What follows belongs to an exercise in optimizing a design on an open flow for small area, a short achievable clock period and few clock cycles per item; a production flow would make more cautious choices.
Function was checked by simulation only, so behaviour that the tests miss may differ from the original.
Power and IR drop assume default switching activity.

## run 1
Design double_talk_detector_unit, start of the top module:
module double_talk_detector_unit (
   input  wire logic         clock,
   input  wire logic         reset,
   input  wire logic         req_valid,
   output logic              req_ready,
   input  wire logic [15:0]  req_far_sample,
   input  wire logic [15:0]  req_mic_sample,
   input  wire logic         req_frame_end,
   output logic              rsp_valid,
   input  wire logic         rsp_ready,
   output logic [1:0]        rsp_talk_state,
   output logic              rsp_adapt_hold,
   input  wire logic         csr_write_enable,
   input  wire logic [1:0]   csr_index,
   input  wire logic [23:0]  csr_write_data
);
clock: 10.0 ns
lec_check: 0
abc_clock_period_in_ps: 3500
cap_margin: 20
core_margin: 2
core_utilization: 40
place_density: 0.6
slew_margin: 20
synth_hierarchical: 1
standard.sh (not shown) runs the stock make flow with config.mk's settings and CLKGATE_MAP_FILE= SYNTH_SCRIPT=/design/flow/synth_recipe.tcl, a recipe that flattens the netlist after the stock synthesis.
==> flow/flow/run.sh <==
#!/bin/bash
# The standard layout, with timing repair aiming below the clock period:
# repair_timing works to a setup slack of MARGIN ns at the design's clock.
set -euo pipefail
MARGIN=${MARGIN:-6.75}
bash standard.sh finish SETUP_SLACK_MARGIN=$MARGIN > flow.log 2>&1
In summary, run 1 completed successfully, with a layout that passed the timing, DRC and antenna checks.
Testbench counts of run 1, summed over its fixed seeds: cycles 29,390, items 384.
Here is what was changed in the inputs of run 2 compared with run 1.
- SETUP_SLACK_MARGIN: unset -> 5
==> flow/run.sh (new file) <==
#!/bin/bash
# synth_recipe.tcl (not shown) runs the flow's synth.tcl, then flattens the netlist and writes it again
# the make line also repeats each setting of config.mk as NAME=value (left out here)
make -C /OpenROAD-flow-scripts/flow DESIGN_CONFIG=/design/flow/config.mk WORK_HOME=/design/flow/orfs CLKGATE_MAP_FILE= SYNTH_SCRIPT=/design/flow/synth_recipe.tcl finish
removed: flow/flow/run.sh
removed: flow/standard.sh
Notes after the runs:
Against run 1 as the reference, run 2 delivers a lower critical path depth in cells.
Relative to run 1, the final cell area reported for run 2 is lower.
Compared with run 1, run 2 shows a lower final worst-path setup slack.
Routed wire length in run 2 is 7.3 mm lower than in run 1
On via count, run 2 does better than run 1.
Area of placed instances: run 2 < run 1
A slowest cell on the critical path of dfxtp_2 is what run 2 shows, while ha_1 belongs to run 1.


## wip/umber
Starting RTL as in the previous note.
## double_talk_detector_unit
module double_talk_detector_unit (
   input  wire logic         clock,
   input  wire logic         reset,
   input  wire logic         req_valid,
   output logic              req_ready,
   input  wire logic [15:0]  req_far_sample,
   input  wire logic [15:0]  req_mic_sample,
   input  wire logic         req_frame_end,
   output logic              rsp_valid,
   input  wire logic         rsp_ready,
   output logic [1:0]        rsp_talk_state,
   output logic              rsp_adapt_hold,
   input  wire logic         csr_write_enable,
   input  wire logic [1:0]   csr_index,
   input  wire logic [23:0]  csr_write_data
);
==> flow/config.mk <==
export PLATFORM = sky130hd
export DESIGN_NAME = double_talk_detector_unit
export DESIGN_NICKNAME = double_talk_detector_unit
export VERILOG_FILES = /design/flow/design.v
export SDC_FILE = /design/flow/constraint.sdc
export NUM_CORES = 4
export LEC_CHECK = 0
export ABC_CLOCK_PERIOD_IN_PS = 6000
export CAP_MARGIN = 20
export CORE_MARGIN = 2
export CORE_UTILIZATION = 40
export PLACE_DENSITY = 0.6
export SLEW_MARGIN = 20
export SYNTH_HIERARCHICAL = 1
==> flow/constraint.sdc <==
create_clock -name core_clock -period 10.0 [get_ports {clock}]
set_input_delay 2.0000 -clock core_clock [delete_from_list [all_inputs] [get_ports {clock}]]
set_output_delay 2.0000 -clock core_clock [all_outputs]
set_load 0.01 [all_outputs]
==> flow/flow/run.sh <==
#!/bin/bash
# The standard layout, with timing repair aiming below the clock period:
# repair_timing works to a setup slack of MARGIN ns at the design's clock.
set -euo pipefail
MARGIN=${MARGIN:-6.5}
bash standard.sh finish SETUP_SLACK_MARGIN=$MARGIN > flow.log 2>&1
No stage failed in wip/umber, and the final checks on the layout all came back clean.
Testbench counts of wip/umber, summed over its fixed seeds: cycles 29,390, items 384.
#### Input delta (wip/willow over wip/umber)
- swapping 6000 for 3500 in ABC_CLOCK_PERIOD_IN_PS
==> flow/flow/run.sh <==
#!/bin/bash
# The standard layout, with timing repair aiming below the clock period:
# repair_timing works to a setup slack of MARGIN ns at the design's clock.
set -euo pipefail
MARGIN=${MARGIN:-7}
bash standard.sh finish SETUP_SLACK_MARGIN=$MARGIN > flow.log 2>&1
### Flow results
The minimum clock period after layout of wip/willow is higher than that of wip/umber. Compared with wip/umber, wip/willow shows a core utilization that is 3.9 points higher. First-pass GRT wire length (lower): wip/umber. Fraction of area in non-clock buffers in wip/willow is 4.3 points higher than in wip/umber. wip/umber consumes less power than wip/willow. wip/willow vs. wip/umber: layout-stage area growth over the synthesis result rose by 9.7 points, count of instances resized after the clock tree is built moved up, highest clock rate down 0.76%, final cell count picked up an extra 171.
## Diff of input files: wip/tundra against wip/willow
==> flow/flow/run.sh <==
#!/bin/bash
# The standard layout, with timing repair aiming below the clock period:
# repair_timing works to a setup slack of MARGIN ns at the design's clock.
set -euo pipefail
MARGIN=${MARGIN:-6.5}
bash standard.sh finish SETUP_SLACK_MARGIN=$MARGIN > flow.log 2>&1
## What came out
wip/tundra vs wip/willow, setup slack of the critical path after layout went up by 0.027 ns.
When wip/tundra is set beside wip/willow, its power share of the sequential group turns out to be 1.0 points larger.
wip/willow → wip/tundra: post-cts gate resize count has decreased; flip-flop and latch share of the layout cell area grew by 2.0 points; actual slew at the worst max-slew pin went up by 0.035 ns.
### wip/tundra -> wip/ember
==> flow/flow/run.sh <==
#!/bin/bash
# The standard layout, with timing repair aiming below the clock period:
# repair_timing works to a setup slack of MARGIN ns at the design's clock.
set -euo pipefail
MARGIN=${MARGIN:-6.25}
bash standard.sh finish SETUP_SLACK_MARGIN=$MARGIN > flow.log 2>&1
The run showing the greater count of clock buffers in the final design is wip/tundra.
Lower clock power was reported by wip/tundra, not wip/ember.
Between wip/ember and wip/tundra, it is wip/ember whose wire length the detailed router placed on met1 is lower, by about 0.7%.


Another version of the RTL of double_talk_detector_unit (not shown whole).
Size in the first run: ~3,800 cells after synthesis, roughly 69 I/O pins, ~37,000 um2 of cells after synthesis.
Design double_talk_detector_unit, start of the top module:
module double_talk_detector_unit (
   input  wire logic         clock,
   input  wire logic         reset,
   input  wire logic         req_valid,
   output logic              req_ready,
   input  wire logic [15:0]  req_far_sample,
   input  wire logic [15:0]  req_mic_sample,
   input  wire logic         req_frame_end,
   output logic              rsp_valid,
   input  wire logic         rsp_ready,
   output logic [1:0]        rsp_talk_state,
   output logic              rsp_adapt_hold,
   input  wire logic         csr_write_enable,
   input  wire logic [1:0]   csr_index,
   input  wire logic [23:0]  csr_write_data
);
   localparam int NB = 20;    
   localparam logic [1:0] A_IDLE = 2'd0;
   localparam logic [1:0] A_DIV  = 2'd1;
   localparam logic [1:0] A_DONE = 2'd2;
   localparam logic [2:0] B_IDLE = 3'd0;
   localparam logic [2:0] B_FAR  = 3'd1;
   localparam logic [2:0] B_MIC  = 3'd2;
   localparam logic [2:0] B_RAT  = 3'd3;
   localparam logic [2:0] B_OUT  = 3'd4;
   logic [15:0]   alpha_ff;
   logic [15:0]   ratio_ff;
   logic [23:0]   silence_ff;
   logic          ready_ff;
   logic          in_v_ff, in_last_ff;
   logic [14:0]   in_fy_ff, in_my_ff;
   logic          in_fs_ff, in_ms_ff;
   logic [9:0]    cnt_ff, dcnt_ff;
   logic          full_ff;
   logic          zap_ff;
  ...
export LEC_CHECK = 0
export ABC_CLOCK_PERIOD_IN_PS = 3500
export CAP_MARGIN = 20
export CORE_MARGIN = 2
export CORE_UTILIZATION = 40
export PLACE_DENSITY = 0.6
export SLEW_MARGIN = 20
export SYNTH_HIERARCHICAL = 1
create_clock -name core_clock -period 10.0 [get_ports {clock}]
==> flow/flow/run.sh <==
#!/bin/bash
# The standard layout, with timing repair aiming below the clock period:
# repair_timing works to a setup slack of MARGIN ns at the design's clock.
set -euo pipefail
MARGIN=${MARGIN:-6.5}
bash standard.sh finish SETUP_SLACK_MARGIN=$MARGIN > flow.log 2>&1
Testbench counts at the start, summed over its fixed seeds: cycles 29,390, items 384.
Change:
==> flow/run.sh (new file) <==
#!/bin/bash
# synth_recipe.tcl (not shown) runs the flow's synth.tcl, then flattens the netlist and writes it again
# the make line also repeats each setting of config.mk as NAME=value (left out here)
make -C /OpenROAD-flow-scripts/flow DESIGN_CONFIG=/design/flow/config.mk WORK_HOME=/design/flow/orfs CLKGATE_MAP_FILE= SYNTH_SCRIPT=/design/flow/synth_recipe.tcl finish
Settings changed: ABC_CLOCK_PERIOD_IN_PS 3500 to 4000, SETUP_SLACK_MARGIN set to 5.
removed: flow/flow/run.sh
removed: flow/standard.sh
Sequential share of layout area is higher by 1.6 points.
Via count falls by about 4%.
Core utilization came out lower by 3.3 points.
Count of clock-buffer cells in the layout increases by 10.
Die area stays the same.
Total power fell by 2.2%.
Clock skew stays flat.
Synthesized cell count stays the same.

separate check: timing with driven ports:
Ports are ideal in the flow. The routed layouts listed here were re-timed in OpenROAD. Step 1 (the two cells are an assumption about what drives the block):
set clk [get_ports {clock}]
set_driving_cell -lib_cell sky130_fd_sc_hd__clkbuf_16 $clk
set_driving_cell -lib_cell sky130_fd_sc_hd__buf_2 [delete_from_list [all_inputs] $clk]
Step 2 adds t to the input delays and takes it off the output delays; t is the mean of the earliest and latest rising clock arrival at the registers after step 1. Input paths then give back, and output paths get back, about the clock's delay inside the block. a / b / c = no drivers / after step 1 / after step 2; a / b = the first two.
run | t (ns) | setup WS [ns] | cell pins on the clock port's net
run 1 | 0.684 | 6.513 / 6.513 / 6.128 | 1
run 2 | 0.679 | 5.533 / 5.533 / 5.533 | 1
wip/umber | 0.684 | 6.510 / 6.510 / 5.979 | 1
wip/willow | 0.692 | 6.483 / 6.483 / 6.283 | 1
wip/tundra | 0.684 | 6.510 / 6.510 / 5.979 | 1
wip/ember | 0.693 | 6.349 / 6.308 / 5.705 | 1
the first run of note 3 | 0.698 | 6.199 / 6.199 / 6.121 | 1
the second run of note 3 | 0.690 | 5.495 / 5.495 / 5.495 | 1
After both steps setup and hold are still met in every run listed. For wip/ember, which loses most, drivers alone change the setup slack by -0.041 ns; drivers and shift together by -0.644 ns.
